From an optimization exercise on the open Yosys and OpenROAD flow, aimed at small area and a short achievable clock period; shortcuts taken in it are not production practice.
Function was not checked in any run shown here: the RTL went through the layout flow alone.

==> flow/design.v, too long to show whole: its modules and the start of the top module <==
// module ex_top: 2607 lines
// module ex_ao21: 3 lines
// module ex_fa: 4 lines
// module ex_ha: 4 lines
module ex_top (
    input  logic               clk,
    input  logic               reset,
    input  logic               in_valid,
    input  logic [4:0]         operator,
    input  logic [31:0]        operand1,
    input  logic [31:0]        operand2,
    input  logic [4:0]         dest_addr,
    input  logic               dest_write,
    output logic               out_valid,
    output logic [4:0]         write_addr,
    output logic               write_enable,
    output logic [31:0]        write_data
);
  // ...
==> flow/flow/run.sh <==
#!/bin/bash
# Layout flow: the standard flow (standard.sh), with the port buffers
# inserted as sky130_fd_sc_hd__buf_2 cells instead of the default delay-buffer
# cells. Every tool's output goes to flow_run.log; ORFS keeps its per-step logs
# under orfs/logs.
set -euo pipefail
export BUFFER_PORTS_ARGS="-buffer_cell sky130_fd_sc_hd__buf_2"
export SETUP_SLACK_MARGIN=4
bash standard.sh finish > flow_run.log 2>&1
==> flow/standard.sh <==
#!/bin/bash
# synth_recipe.tcl (not shown) runs the flow's synth.tcl, then flattens the netlist and writes it again
# the make line also repeats each setting of config.mk as NAME=value (left out here)
make -C /OpenROAD-flow-scripts/flow DESIGN_CONFIG=/design/flow/config.mk WORK_HOME=/design/flow/orfs CLKGATE_MAP_FILE= SYNTH_SCRIPT=/design/flow/synth_recipe.tcl "${@:-finish}"
==> flow/config.mk <==
export PLATFORM = sky130hd
export DESIGN_NAME = ex_top
export DESIGN_NICKNAME = ex_top
export VERILOG_FILES = /design/flow/design.v
export SDC_FILE = /design/flow/constraint.sdc
export NUM_CORES = 4
export LEC_CHECK = 0
export ABC_AREA = 1
export CAP_MARGIN = 20
export CORE_MARGIN = 2
export CORE_UTILIZATION = 40
export SLEW_MARGIN = 20
export SYNTH_HIERARCHICAL = 1
==> flow/constraint.sdc <==
create_clock -name core_clock -period 14.0 [get_ports {clk}]
set_input_delay 2.8000 -clock core_clock [delete_from_list [all_inputs] [get_ports {clk}]]
set_output_delay 2.8000 -clock core_clock [all_outputs]
set_load 0.01 [all_outputs]
==> results.yml, run 1 <==
cells_and_area:
  regArea_mm2: 0.002062
  stdcell_count: 5239
  mostFrequentLayoutCells: "xor2_1, nand2_1, o22ai_1, fa_1, inv_1"
  final_layout_size_suffix_gt1_frac: 0.08420
  non_clock_buffer_count: 238
  buf_share: 0.04337
worst_hold_path:
  min_path_type: "register to register"
  hold_depth: 4
yosys:
  avgSynthCellArea_um2: 7.905
  yosys.area_share.simple: 0.1061
  ys_types: 59
  yosys-top-cells-area: "fa_1, xor2_1, o22ai_1, ha_1, nand2_1"
  synth_nets: 5031
  yosysSeqAreaShare: 0.06132
drt:
  wl_per_cell_um: 28.49
  num_vias: 32727
  firstDrtPassIters: 6
placed_design:
  place_hpwl_um: 101500
  port_buffers: 116
global_route:
  grt-ovfl-total: 0
  use_met1: 0.4517
  grtUsageTotal: 0.3403
clock_network:
  cts-root-buf: "clkbuf_16"
  cts_tree: "built"
setup_path:
  startpoint: "operand1[13]"
  critPathRequiredTime_ns: 14.35
  cp_slowest_stage_delay_ns: 0.51
  cpMostUsedCell: "fa_1"
timing:
  slew_headroom: 0.1810
  min_period_ns: 9.670
  finalCritPeriodShare: 0.6907
  fmax_mhz: 103.4
floorplanning:
  die_h_um: 293.9
  io_pins: 117
run_status:
  status: "timing/DRC/antenna clean"
==> run 2: changes to the inputs <==
--- a/flow/design.v
+++ b/flow/design.v
@@ -2301,115 +2301,116 @@
     wire fas2226 = fap1777 ^ faG2158;
     wire fas2227 = fap1779 ^ faG2160;
     wire fas2228 = fap1781 ^ faG2162;
     assign prod = {fas2228, fas2227, fas2226, fas2225, fas2224, fas2223, fas2222, fas2221, fas2220, fas2219, fas2218, fas2217, fas2216, fas2215, fas2214, fas2213, fas2212, fas2211, fas2210, fas2209, fas2208, fas2207, fas2206, fas2205, fas2204, fas2203, fas2202, fas2201, fas2200, fas2199, fas2198, fas2197, fas2196, fas2195, fas2194, fas2193, fas2192, fas2191, fas2190, fas2189, fas2188, fas2187, fas2186, fas2185, fas2184, fas2183, fas2182, fas2181, fas2180, fas2179, fas2178, fas2177, fas2176, fas2175, fas2174, fas2173, fas2172, fas2171, fas2170, fas2169, fas2168, fas2167, fas2166, fap1657};
     logic        is_sub;
     logic [31:0] bx;
     logic [31:0] sum;
     logic        sum_cout;
+    logic [31:0] alu_p, alu_g;    
     assign is_sub = op_sub | op_subu | op_slt | op_sltu;
     assign bx = operand2 ^ {32{is_sub}};
-    wire alg2229 = operand1[0] & bx[0];
-    wire alp2230 = operand1[0] ^ bx[0];
-    wire alg2231 = operand1[1] & bx[1];
-    wire alp2232 = operand1[1] ^ bx[1];
-    wire alg2233 = operand1[2] & bx[2];
-    wire alp2234 = operand1[2] ^ bx[2];
-    wire alg2235 = operand1[3] & bx[3];
-    wire alp2236 = operand1[3] ^ bx[3];
-    wire alg2237 = operand1[4] & bx[4];
-    wire alp2238 = operand1[4] ^ bx[4];
-    wire alg2239 = operand1[5] & bx[5];
-    wire alp2240 = operand1[5] ^ bx[5];
-    wire alg2241 = operand1[6] & bx[6];
-    wire alp2242 = operand1[6] ^ bx[6];
-    wire alg2243 = operand1[7] & bx[7];
-    wire alp2244 = operand1[7] ^ bx[7];
-    wire alg2245 = operand1[8] & bx[8];
-    wire alp2246 = operand1[8] ^ bx[8];
-    wire alg2247 = operand1[9] & bx[9];
-    wire alp2248 = operand1[9] ^ bx[9];
-    wire alg2249 = operand1[10] & bx[10];
-    wire alp2250 = operand1[10] ^ bx[10];
-    wire alg2251 = operand1[11] & bx[11];
-    wire alp2252 = operand1[11] ^ bx[11];
-    wire alg2253 = operand1[12] & bx[12];
-    wire alp2254 = operand1[12] ^ bx[12];
-    wire alg2255 = operand1[13] & bx[13];
-    wire alp2256 = operand1[13] ^ bx[13];
-    wire alg2257 = operand1[14] & bx[14];
-    wire alp2258 = operand1[14] ^ bx[14];
-    wire alg2259 = operand1[15] & bx[15];
-    wire alp2260 = operand1[15] ^ bx[15];
-    wire alg2261 = operand1[16] & bx[16];
-    wire alp2262 = operand1[16] ^ bx[16];
-    wire alg2263 = operand1[17] & bx[17];
-    wire alp2264 = operand1[17] ^ bx[17];
-    wire alg2265 = operand1[18] & bx[18];
-    wire alp2266 = operand1[18] ^ bx[18];
-    wire alg2267 = operand1[19] & bx[19];
-    wire alp2268 = operand1[19] ^ bx[19];
-    wire alg2269 = operand1[20] & bx[20];
-    wire alp2270 = operand1[20] ^ bx[20];
-    wire alg2271 = operand1[21] & bx[21];
-    wire alp2272 = operand1[21] ^ bx[21];
-    wire alg2273 = operand1[22] & bx[22];
-    wire alp2274 = operand1[22] ^ bx[22];
-    wire alg2275 = operand1[23] & bx[23];
-    wire alp2276 = operand1[23] ^ bx[23];
-    wire alg2277 = operand1[24] & bx[24];
-    wire alp2278 = operand1[24] ^ bx[24];
-    wire alg2279 = operand1[25] & bx[25];
-    wire alp2280 = operand1[25] ^ bx[25];
-    wire alg2281 = operand1[26] & bx[26];
-    wire alp2282 = operand1[26] ^ bx[26];
-    wire alg2283 = operand1[27] & bx[27];
-    wire alp2284 = operand1[27] ^ bx[27];
-    wire alg2285 = operand1[28] & bx[28];
-    wire alp2286 = operand1[28] ^ bx[28];
-    wire alg2287 = operand1[29] & bx[29];
-    wire alp2288 = operand1[29] ^ bx[29];
-    wire alg2289 = operand1[30] & bx[30];
-    wire alp2290 = operand1[30] ^ bx[30];
-    wire alg2291 = operand1[31] & bx[31];
-    wire alp2292 = operand1[31] ^ bx[31];
-    wire alg2293 = alg2229 | (alp2230 & is_sub);
-    wire alG2294 = alg2231 | (alp2232 & alg2293);
-    wire alP2295 = alp2232 & alp2230;
-    wire alG2296 = alg2235 | (alp2236 & alg2233);
-    wire alP2297 = alp2236 & alp2234;
-    wire alG2298 = alg2239 | (alp2240 & alg2237);
-    wire alP2299 = alp2240 & alp2238;
-    wire alG2300 = alg2243 | (alp2244 & alg2241);
-    wire alP2301 = alp2244 & alp2242;
-    wire alG2302 = alg2247 | (alp2248 & alg2245);
-    wire alP2303 = alp2248 & alp2246;
-    wire alG2304 = alg2251 | (alp2252 & alg2249);
-    wire alP2305 = alp2252 & alp2250;
-    wire alG2306 = alg2255 | (alp2256 & alg2253);
-    wire alP2307 = alp2256 & alp2254;
-    wire alG2308 = alg2259 | (alp2260 & alg2257);
-    wire alP2309 = alp2260 & alp2258;
-    wire alG2310 = alg2263 | (alp2264 & alg2261);
-    wire alP2311 = alp2264 & alp2262;
-    wire alG2312 = alg2267 | (alp2268 & alg2265);
-    wire alP2313 = alp2268 & alp2266;
-    wire alG2314 = alg2271 | (alp2272 & alg2269);
-    wire alP2315 = alp2272 & alp2270;
-    wire alG2316 = alg2275 | (alp2276 & alg2273);
-    wire alP2317 = alp2276 & alp2274;
-    wire alG2318 = alg2279 | (alp2280 & alg2277);
-    wire alP2319 = alp2280 & alp2278;
-    wire alG2320 = alg2283 | (alp2284 & alg2281);
-    wire alP2321 = alp2284 & alp2282;
-    wire alG2322 = alg2287 | (alp2288 & alg2285);
-    wire alP2323 = alp2288 & alp2286;
-    wire alG2324 = alg2291 | (alp2292 & alg2289);
-    wire alP2325 = alp2292 & alp2290;
+    wire alp2229, alg2230;
+    ex_ha u_alp2229 (.a(operand1[0]), .b(bx[0]), .s(alp2229), .co(alg2230));
+    wire alp2231, alg2232;
+    ex_ha u_alp2231 (.a(operand1[1]), .b(bx[1]), .s(alp2231), .co(alg2232));
+    wire alp2233, alg2234;
+    ex_ha u_alp2233 (.a(operand1[2]), .b(bx[2]), .s(alp2233), .co(alg2234));
+    wire alp2235, alg2236;
+    ex_ha u_alp2235 (.a(operand1[3]), .b(bx[3]), .s(alp2235), .co(alg2236));
+    wire alp2237, alg2238;
+    ex_ha u_alp2237 (.a(operand1[4]), .b(bx[4]), .s(alp2237), .co(alg2238));
+    wire alp2239, alg2240;
+    ex_ha u_alp2239 (.a(operand1[5]), .b(bx[5]), .s(alp2239), .co(alg2240));
+    wire alp2241, alg2242;
+    ex_ha u_alp2241 (.a(operand1[6]), .b(bx[6]), .s(alp2241), .co(alg2242));
+    wire alp2243, alg2244;
+    ex_ha u_alp2243 (.a(operand1[7]), .b(bx[7]), .s(alp2243), .co(alg2244));
+    wire alp2245, alg2246;
+    ex_ha u_alp2245 (.a(operand1[8]), .b(bx[8]), .s(alp2245), .co(alg2246));
+    wire alp2247, alg2248;
+    ex_ha u_alp2247 (.a(operand1[9]), .b(bx[9]), .s(alp2247), .co(alg2248));
+    wire alp2249, alg2250;
+    ex_ha u_alp2249 (.a(operand1[10]), .b(bx[10]), .s(alp2249), .co(alg2250));
+    wire alp2251, alg2252;
+    ex_ha u_alp2251 (.a(operand1[11]), .b(bx[11]), .s(alp2251), .co(alg2252));
+    wire alp2253, alg2254;
+    ex_ha u_alp2253 (.a(operand1[12]), .b(bx[12]), .s(alp2253), .co(alg2254));
+    wire alp2255, alg2256;
+    ex_ha u_alp2255 (.a(operand1[13]), .b(bx[13]), .s(alp2255), .co(alg2256));
+    wire alp2257, alg2258;
+    ex_ha u_alp2257 (.a(operand1[14]), .b(bx[14]), .s(alp2257), .co(alg2258));
+    wire alp2259, alg2260;
+    ex_ha u_alp2259 (.a(operand1[15]), .b(bx[15]), .s(alp2259), .co(alg2260));
+    wire alp2261, alg2262;
+    ex_ha u_alp2261 (.a(operand1[16]), .b(bx[16]), .s(alp2261), .co(alg2262));
+    wire alp2263, alg2264;
+    ex_ha u_alp2263 (.a(operand1[17]), .b(bx[17]), .s(alp2263), .co(alg2264));
+    wire alp2265, alg2266;
+    ex_ha u_alp2265 (.a(operand1[18]), .b(bx[18]), .s(alp2265), .co(alg2266));
+    wire alp2267, alg2268;
+    ex_ha u_alp2267 (.a(operand1[19]), .b(bx[19]), .s(alp2267), .co(alg2268));
+    wire alp2269, alg2270;
+    ex_ha u_alp2269 (.a(operand1[20]), .b(bx[20]), .s(alp2269), .co(alg2270));
+    wire alp2271, alg2272;
+    ex_ha u_alp2271 (.a(operand1[21]), .b(bx[21]), .s(alp2271), .co(alg2272));
+    wire alp2273, alg2274;
+    ex_ha u_alp2273 (.a(operand1[22]), .b(bx[22]), .s(alp2273), .co(alg2274));
+    wire alp2275, alg2276;
+    ex_ha u_alp2275 (.a(operand1[23]), .b(bx[23]), .s(alp2275), .co(alg2276));
+    wire alp2277, alg2278;
+    ex_ha u_alp2277 (.a(operand1[24]), .b(bx[24]), .s(alp2277), .co(alg2278));
+    wire alp2279, alg2280;
+    ex_ha u_alp2279 (.a(operand1[25]), .b(bx[25]), .s(alp2279), .co(alg2280));
+    wire alp2281, alg2282;
+    ex_ha u_alp2281 (.a(operand1[26]), .b(bx[26]), .s(alp2281), .co(alg2282));
+    wire alp2283, alg2284;
+    ex_ha u_alp2283 (.a(operand1[27]), .b(bx[27]), .s(alp2283), .co(alg2284));
+    wire alp2285, alg2286;
+    ex_ha u_alp2285 (.a(operand1[28]), .b(bx[28]), .s(alp2285), .co(alg2286));
+    wire alp2287, alg2288;
+    ex_ha u_alp2287 (.a(operand1[29]), .b(bx[29]), .s(alp2287), .co(alg2288));
+    wire alp2289, alg2290;
+    ex_ha u_alp2289 (.a(operand1[30]), .b(bx[30]), .s(alp2289), .co(alg2290));
+    wire alp2291, alg2292;
+    ex_ha u_alp2291 (.a(operand1[31]), .b(bx[31]), .s(alp2291), .co(alg2292));
+    wire alg2293 = alg2230 | (alp2229 & is_sub);
+    wire alG2294 = alg2232 | (alp2231 & alg2293);
+    wire alP2295 = alp2231 & alp2229;
+    wire alG2296 = alg2236 | (alp2235 & alg2234);
+    wire alP2297 = alp2235 & alp2233;
+    wire alG2298 = alg2240 | (alp2239 & alg2238);
+    wire alP2299 = alp2239 & alp2237;
+    wire alG2300 = alg2244 | (alp2243 & alg2242);
+    wire alP2301 = alp2243 & alp2241;
+    wire alG2302 = alg2248 | (alp2247 & alg2246);
+    wire alP2303 = alp2247 & alp2245;
+    wire alG2304 = alg2252 | (alp2251 & alg2250);
+    wire alP2305 = alp2251 & alp2249;
+    wire alG2306 = alg2256 | (alp2255 & alg2254);
+    wire alP2307 = alp2255 & alp2253;
+    wire alG2308 = alg2260 | (alp2259 & alg2258);
+    wire alP2309 = alp2259 & alp2257;
+    wire alG2310 = alg2264 | (alp2263 & alg2262);
+    wire alP2311 = alp2263 & alp2261;
+    wire alG2312 = alg2268 | (alp2267 & alg2266);
+    wire alP2313 = alp2267 & alp2265;
+    wire alG2314 = alg2272 | (alp2271 & alg2270);
+    wire alP2315 = alp2271 & alp2269;
+    wire alG2316 = alg2276 | (alp2275 & alg2274);
+    wire alP2317 = alp2275 & alp2273;
+    wire alG2318 = alg2280 | (alp2279 & alg2278);
+    wire alP2319 = alp2279 & alp2277;
+    wire alG2320 = alg2284 | (alp2283 & alg2282);
+    wire alP2321 = alp2283 & alp2281;
+    wire alG2322 = alg2288 | (alp2287 & alg2286);
+    wire alP2323 = alp2287 & alp2285;
+    wire alG2324 = alg2292 | (alp2291 & alg2290);
+    wire alP2325 = alp2291 & alp2289;
     wire alG2326 = alG2296 | (alP2297 & alG2294);
     wire alP2327 = alP2297 & alP2295;
     wire alG2328 = alG2300 | (alP2301 & alG2298);
     wire alP2329 = alP2301 & alP2299;
     wire alG2330 = alG2304 | (alP2305 & alG2302);
     wire alP2331 = alP2305 & alP2303;
     wire alG2332 = alG2308 | (alP2309 & alG2306);
     wire alP2333 = alP2309 & alP2307;
@@ -2452,78 +2453,80 @@
     wire alG2370 = alG2310 | (alP2311 & alG2350);
     wire alP2371 = alP2311 & alP2351;
     wire alG2372 = alG2314 | (alP2315 & alG2360);
     wire alP2373 = alP2315 & alP2361;
     wire alG2374 = alG2318 | (alP2319 & alG2356);
     wire alP2375 = alP2319 & alP2357;
     wire alG2376 = alG2322 | (alP2323 & alG2362);
     wire alP2377 = alP2323 & alP2363;
-    wire alG2378 = alg2233 | (alp2234 & alG2294);
-    wire alP2379 = alp2234 & alP2295;
-    wire alG2380 = alg2237 | (alp2238 & alG2326);
-    wire alP2381 = alp2238 & alP2327;
-    wire alG2382 = alg2241 | (alp2242 & alG2364);
-    wire alP2383 = alp2242 & alP2365;
-    wire alG2384 = alg2245 | (alp2246 & alG2342);
-    wire alP2385 = alp2246 & alP2343;
-    wire alG2386 = alg2249 | (alp2250 & alG2366);
-    wire alP2387 = alp2250 & alP2367;
-    wire alG2388 = alg2253 | (alp2254 & alG2358);
-    wire alP2389 = alp2254 & alP2359;
-    wire alG2390 = alg2257 | (alp2258 & alG2368);
-    wire alP2391 = alp2258 & alP2369;
-    wire alG2392 = alg2261 | (alp2262 & alG2350);
-    wire alP2393 = alp2262 & alP2351;
-    wire alG2394 = alg2265 | (alp2266 & alG2370);
-    wire alP2395 = alp2266 & alP2371;
-    wire alG2396 = alg2269 | (alp2270 & alG2360);
-    wire alP2397 = alp2270 & alP2361;
-    wire alG2398 = alg2273 | (alp2274 & alG2372);
-    wire alP2399 = alp2274 & alP2373;
-    wire alG2400 = alg2277 | (alp2278 & alG2356);
-    wire alP2401 = alp2278 & alP2357;
-    wire alG2402 = alg2281 | (alp2282 & alG2374);
-    wire alP2403 = alp2282 & alP2375;
-    wire alG2404 = alg2285 | (alp2286 & alG2362);
-    wire alP2405 = alp2286 & alP2363;
-    wire alG2406 = alg2289 | (alp2290 & alG2376);
-    wire alP2407 = alp2290 & alP2377;
-    wire als2408 = alp2230 ^ is_sub;
-    wire als2409 = alp2232 ^ alg2293;
-    wire als2410 = alp2234 ^ alG2294;
-    wire als2411 = alp2236 ^ alG2378;
-    wire als2412 = alp2238 ^ alG2326;
-    wire als2413 = alp2240 ^ alG2380;
-    wire als2414 = alp2242 ^ alG2364;
-    wire als2415 = alp2244 ^ alG2382;
-    wire als2416 = alp2246 ^ alG2342;
-    wire als2417 = alp2248 ^ alG2384;
-    wire als2418 = alp2250 ^ alG2366;
-    wire als2419 = alp2252 ^ alG2386;
-    wire als2420 = alp2254 ^ alG2358;
-    wire als2421 = alp2256 ^ alG2388;
-    wire als2422 = alp2258 ^ alG2368;
-    wire als2423 = alp2260 ^ alG2390;
-    wire als2424 = alp2262 ^ alG2350;
-    wire als2425 = alp2264 ^ alG2392;
-    wire als2426 = alp2266 ^ alG2370;
-    wire als2427 = alp2268 ^ alG2394;
-    wire als2428 = alp2270 ^ alG2360;
-    wire als2429 = alp2272 ^ alG2396;
-    wire als2430 = alp2274 ^ alG2372;
-    wire als2431 = alp2276 ^ alG2398;
-    wire als2432 = alp2278 ^ alG2356;
-    wire als2433 = alp2280 ^ alG2400;
-    wire als2434 = alp2282 ^ alG2374;
-    wire als2435 = alp2284 ^ alG2402;
-    wire als2436 = alp2286 ^ alG2362;
-    wire als2437 = alp2288 ^ alG2404;
-    wire als2438 = alp2290 ^ alG2376;
-    wire als2439 = alp2292 ^ alG2406;
+    wire alG2378 = alg2234 | (alp2233 & alG2294);
+    wire alP2379 = alp2233 & alP2295;
+    wire alG2380 = alg2238 | (alp2237 & alG2326);
+    wire alP2381 = alp2237 & alP2327;
+    wire alG2382 = alg2242 | (alp2241 & alG2364);
+    wire alP2383 = alp2241 & alP2365;
+    wire alG2384 = alg2246 | (alp2245 & alG2342);
+    wire alP2385 = alp2245 & alP2343;
+    wire alG2386 = alg2250 | (alp2249 & alG2366);
+    wire alP2387 = alp2249 & alP2367;
+    wire alG2388 = alg2254 | (alp2253 & alG2358);
+    wire alP2389 = alp2253 & alP2359;
+    wire alG2390 = alg2258 | (alp2257 & alG2368);
+    wire alP2391 = alp2257 & alP2369;
+    wire alG2392 = alg2262 | (alp2261 & alG2350);
+    wire alP2393 = alp2261 & alP2351;
+    wire alG2394 = alg2266 | (alp2265 & alG2370);
+    wire alP2395 = alp2265 & alP2371;
+    wire alG2396 = alg2270 | (alp2269 & alG2360);
+    wire alP2397 = alp2269 & alP2361;
+    wire alG2398 = alg2274 | (alp2273 & alG2372);
+    wire alP2399 = alp2273 & alP2373;
+    wire alG2400 = alg2278 | (alp2277 & alG2356);
+    wire alP2401 = alp2277 & alP2357;
+    wire alG2402 = alg2282 | (alp2281 & alG2374);
+    wire alP2403 = alp2281 & alP2375;
+    wire alG2404 = alg2286 | (alp2285 & alG2362);
+    wire alP2405 = alp2285 & alP2363;
+    wire alG2406 = alg2290 | (alp2289 & alG2376);
+    wire alP2407 = alp2289 & alP2377;
+    wire als2408 = alp2229 ^ is_sub;
+    wire als2409 = alp2231 ^ alg2293;
+    wire als2410 = alp2233 ^ alG2294;
+    wire als2411 = alp2235 ^ alG2378;
+    wire als2412 = alp2237 ^ alG2326;
+    wire als2413 = alp2239 ^ alG2380;
+    wire als2414 = alp2241 ^ alG2364;
+    wire als2415 = alp2243 ^ alG2382;
+    wire als2416 = alp2245 ^ alG2342;
+    wire als2417 = alp2247 ^ alG2384;
+    wire als2418 = alp2249 ^ alG2366;
+    wire als2419 = alp2251 ^ alG2386;
+    wire als2420 = alp2253 ^ alG2358;
+    wire als2421 = alp2255 ^ alG2388;
+    wire als2422 = alp2257 ^ alG2368;
+    wire als2423 = alp2259 ^ alG2390;
+    wire als2424 = alp2261 ^ alG2350;
+    wire als2425 = alp2263 ^ alG2392;
+    wire als2426 = alp2265 ^ alG2370;
+    wire als2427 = alp2267 ^ alG2394;
+    wire als2428 = alp2269 ^ alG2360;
+    wire als2429 = alp2271 ^ alG2396;
+    wire als2430 = alp2273 ^ alG2372;
+    wire als2431 = alp2275 ^ alG2398;
+    wire als2432 = alp2277 ^ alG2356;
+    wire als2433 = alp2279 ^ alG2400;
+    wire als2434 = alp2281 ^ alG2374;
+    wire als2435 = alp2283 ^ alG2402;
+    wire als2436 = alp2285 ^ alG2362;
+    wire als2437 = alp2287 ^ alG2404;
+    wire als2438 = alp2289 ^ alG2376;
+    wire als2439 = alp2291 ^ alG2406;
+    assign alu_p = {alp2291, alp2289, alp2287, alp2285, alp2283, alp2281, alp2279, alp2277, alp2275, alp2273, alp2271, alp2269, alp2267, alp2265, alp2263, alp2261, alp2259, alp2257, alp2255, alp2253, alp2251, alp2249, alp2247, alp2245, alp2243, alp2241, alp2239, alp2237, alp2235, alp2233, alp2231, alp2229};
+    assign alu_g = {alg2292, alg2290, alg2288, alg2286, alg2284, alg2282, alg2280, alg2278, alg2276, alg2274, alg2272, alg2270, alg2268, alg2266, alg2264, alg2262, alg2260, alg2258, alg2256, alg2254, alg2252, alg2250, alg2248, alg2246, alg2244, alg2242, alg2240, alg2238, alg2236, alg2234, alg2232, alg2230};
     assign sum = {als2439, als2438, als2437, als2436, als2435, als2434, als2433, als2432, als2431, als2430, als2429, als2428, als2427, als2426, als2425, als2424, als2423, als2422, als2421, als2420, als2419, als2418, als2417, als2416, als2415, als2414, als2413, als2412, als2411, als2410, als2409, als2408};
     assign sum_cout = alG2354;
     logic ovf, slt_bit, sltu_bit;
     assign ovf = ((op_add & (operand1[31] == operand2[31]))
                 | (op_sub & (operand1[31] != operand2[31])))
                & (sum[31] != operand1[31]);
     assign slt_bit = (operand1[31] != operand2[31]) ? operand1[31] : sum[31];
     assign sltu_bit = ~sum_cout;
@@ -2532,20 +2535,21 @@
     assign lz_in = operand1 ^ {32{op_clo}};
     always_comb begin
         lz_cnt = 6'd32;
         for (int i = 0; i < 32; i++) begin
             if (lz_in[i]) lz_cnt = 6'(31 - i);
         end
     end
     logic [31:0] lres;
-    assign lres = ({32{op_or}}  & (operand1 | operand2))
-                | ({32{op_and}} & (operand1 & operand2))
-                | ({32{op_nor}} & ~(operand1 | operand2))
-                | ({32{op_xor}} & (operand1 ^ operand2));
+    logic        kp, kg, kn;
+    assign kp = op_xor | op_or;
+    assign kg = op_and | op_or;
+    assign kn = op_nor;
+    assign lres = ({32{kp}} & alu_p) | ({32{kg}} & alu_g) | ({32{kn}} & ~(alu_p | alu_g));
     logic [31:0] sres;
     generate
         if (SHIFT_MULT) begin : g_sh
             assign sres = ({32{op_sll}} & prod[31:0]) | ({32{op_srl | op_sra}} & prod[63:32]);
         end else begin : g_sh
             logic [31:0] sin, srev, sout;
             logic        fill;
             for (genvar j = 0; j < 32; j++) begin : g_rev
==> flow/flow/run.sh (replaced) <==
#!/bin/bash
# Layout flow: the standard flow (standard.sh), with the port buffers
# inserted as sky130_fd_sc_hd__buf_2 cells instead of the default delay-buffer
# cells. Every tool's output goes to flow_run.log; ORFS keeps its per-step logs
# under orfs/logs.
set -euo pipefail
export BUFFER_PORTS_ARGS="-buffer_cell sky130_fd_sc_hd__buf_2"
bash standard.sh finish > flow_run.log 2>&1
--- a/flow/config.mk
+++ b/flow/config.mk
@@ -4,10 +4,11 @@
 export VERILOG_FILES = /design/flow/design.v
 export SDC_FILE = /design/flow/constraint.sdc
 export NUM_CORES = 4
 export LEC_CHECK = 0
 export ABC_AREA = 1
 export CAP_MARGIN = 20
 export CORE_MARGIN = 2
 export CORE_UTILIZATION = 40
+export SETUP_SLACK_MARGIN = 4.5
 export SLEW_MARGIN = 20
 export SYNTH_HIERARCHICAL = 1
==> run 2 against run 1 <==
  * First-iteration DRC count grew 6.8%
  * Still clean
  * Critical path depth shrank 1
  * Global-route usage shrank 0.53 points
  * Core utilization grew 1.2 points
  * Critical path type unchanged
  * Register-to-register slack gained 0.18 ns
  * Worst setup slack gained 0.34 ns
==> results.yml, run 2 <==
run_status:
  status: "timing/DRC/antenna clean"
placed_design:
  port_buffers: 116
  gp_congestion: 1.038
  place_hpwl_um: 101900
  dpl_cell_area_mm2: 0.03401
run:
  maxCapViolCount: 0
clock_network:
  h-tree-depth: 3
  cts_inserted_buffers: 9
  cts-root-to-sink-buffers: 2
  cts-root-buf: "clkbuf_16"
  cts_tree: "built"
  clk_pin_slew_ns: 0.08
  cts.sinks: 103
  cts_hold_buf: 0
  clk-insertion-delay-late_ns: 0.38
timing:
  finalCritPeriodShare: 0.6663
  rsz0062_at_grt: "true"
  fmax_mhz: 107.2
  drv_slew: 0
  setup_tns_ns: 0
  min_period_ns: 9.329
  slew_headroom: 0.2472
  setup_viol: 0
  hold_viol_final: 0
  hold_ws_ns: 0.5814
  worst_pin_slew_ns: 1.121
  skew_ns: 0.01810
global_route:
  grt_first_pass_wirelength_um: 207900
  grtUsageTotal: 0.3350
  grt_pass1_vias: 30683
  grt-ovfl-total: 0
  grt_antenna_before_repair: 5
  grt_max_degree: 68
setup_path:
  crit_type: "primary input to register"
  path_buf_inv: 5
  cpMostUsedCell: "fa_1"
  cp_slowest_stage_delay_ns: 0.56
  worstPathArrival_ns: 9.60
  crit_path_end_kind: "register"
  r2r_slack_ns: 12.19
  critPathLaunchType: "primary input"
  critPathRequiredTime_ns: 14.27
  crit_fanout: 31
  cp_top_family: "adder cells"
  worst_path_max_delay_cell: "fa_1"
cells_and_area:
  top_regs: "hi x32, lo x32, write_data x32"
  stdcell_area_mm2: 0.03536
  fin_nets: 4832
  postLayoutCoreUtil: 0.4390
  mostFrequentLayoutCells: "nand2_1, xor2_1, o22ai_1, fa_1, inv_1"
  final_common_cell: "nand2_1"
  final_layout_size_suffix_gt1_frac: 0.08736
  syn_to_final_growth_pct: 8.470
floorplanning:
  die_area_mm2: 0.08380
  io_pins: 117
  die_x_um: 289.5
  start_util: 0.4047
  rows: 104
  die_h_um: 289.5
  coreArea_mm2: 0.08055
worst_hold_path:
  min_path_type: "register to register"
yosys:
  async_reset_ff_frac: 0
  avgSynthCellArea_um2: 7.755
  yosys.area_share.adder: 0.3540
  yosysTopAreaCell: "fa_1"
  ys_types: 54
  yosysSeqAreaShare: 0.06325
  syn_area_mm2: 0.03260
  synth.most_common_cell: "nand2_1"
  ys.flop_type: "dfxtp_1"
  syn-instance-count: 4204
  yosys.area_share.simple: 0.1167
  synth_top_area_share: 0.2911
  yosys-top-cells-area: "fa_1, xor2_1, o22ai_1, nand2_1, dfxtp_1"
  synth_compound_area_frac: 0.2025
  synth_enable_flop_cells: 0
  ys_top_cells_by_count: "nand2_1, xor2_1, o22ai_1, fa_1, inv_1"
  synthMuxAreaShare: 0.001228
  synth_nets: 4920
  yosysWarnings: 7
  synth_xor_area_frac: 0.1679
  yosys_register_bits: 103
  synth_top_family_by_area: "adder cells"
drt:
  ant_nets: 0
  num_vias: 32134
  drcViolationCount: 0
  wl_per_cell_um: 27.92
  via_per_inst: 6.201
  wl_um: 144700
  first_iter_violations: 4370
  firstDrtPassIters: 7
## run 2: changes by cell type after synthesis, moves of 25 or more
cell      previous run  this run
clkbuf_1           258       289
o21ai_1             79        43
ha_1               209       164
xor2_1             635       606
a21oi_1            128       167
buf_1               81        53
inv_1              410       435
nor3_1               9        37
## run 2: timing repair
item / CTS / global route
setup buffers: 4 / 24
pin swaps: 1 / 5
endpoints found under the setup margin: 34 / 36
gates resized for setup: 48 / 111
gates cloned: 1 / 8
## run 2: final cells by class
type                            count  area, um^2
Tap cell                         1060        1326
Multi-Input combinational cell   3296       27770
Antenna cell                        1       2.502
Timing Repair inverter              1       5.005
Sequential cell                   103        2062
Fill cell                        8090       45190
Timing Repair Buffer              257        2168
Inverter                          448        1714
Clock inverter                      7       91.34
Clock buffer                        9       225.2
## run 2: path summary, 6_finish.rpt
check | startpoint | end | cells past startpoint
max | operand2[20] | hi[18] | 26
min | lo[14] | write_data[14] | 4
max reg2reg | hi[7] | write_data[7] | 6
min reg2reg | lo[14] | write_data[14] | 4
## run 2: through the flow
| stage | cells | setup slack (ns) |
|---|---|---|
| floorplan | 4204 | 4.515 |
| global placement | 5128 | 3.052 |
| detailed placement | 5128 | 2.912 |
| CTS | 5149 | 4.505 |
| global route | 5181 | 4.460 |
| finish | 5182 | 4.671 |
## run 2: cell families after synthesis
logic type                 after synthesis
AOI/OAI and AO/OA                     1079
adders and majority gates              638
muxes                                    4
xor gates and xnor gates               625
DFF                                    103
and+or+nand+nor                        949
buffers and inverters                  806
## run 2: per-module statistics from Yosys (local to each module, per instance)
module	copies in the design	cells inside	cell area, um^2	flops+latches
ex_top	1	3374	21220	103
ex_fa	469	1	20.02	0
ex_ha	73	1	12.51	0
ex_ao21	96	3	11.26	0
## run 2: layer usage
metal  share of wire  vias to the layer above  global-route usage
li1                -                    13883                   -
met5         0.00033                        -                   0
met2            0.42                     2329              0.4885
met1            0.40                    15494              0.4607
met4           0.058                        8              0.1633
met3            0.12                      420             0.08425
## run 2: worst min-delay path, delay by kind of cell, from the launching register on
kind,cells,cell delay [ns]
simple gates,1,0.04
buf+inv,2,0.11
compound gates,1,0.08
flops,1,0.31

-- re-timing with driven ports --
The results above use ideal ports. As a check the final layouts listed here were re-extracted and re-timed, cells and wires unchanged. Step 1: set_driving_cell puts a clkbuf_16 on clk and a buf_2 on each other input, an assumption about the parent block. Step 2 also shifts input and output timing later by t, the mid clock arrival at the registers, as if the neighbouring blocks saw the same clock. Slacks: no drivers / after step 1 / after step 2; pairs: no drivers / after step 1.
run	shift t [ns]	setup slack, ns	worst setup path after step 2	worst register clock-pin slew, ns	cell pins on the clock port's net
run 1	0.450	4.330 / 4.357 / 3.908	input to register	0.09 / 0.09	1
run 2	0.417	4.671 / 4.695 / 4.278	input to register	0.10 / 0.10	1
After both steps every run listed still meets setup and hold. For run 1, which loses most, drivers alone change the setup slack by +0.027 ns; drivers and shift together by -0.422 ns.
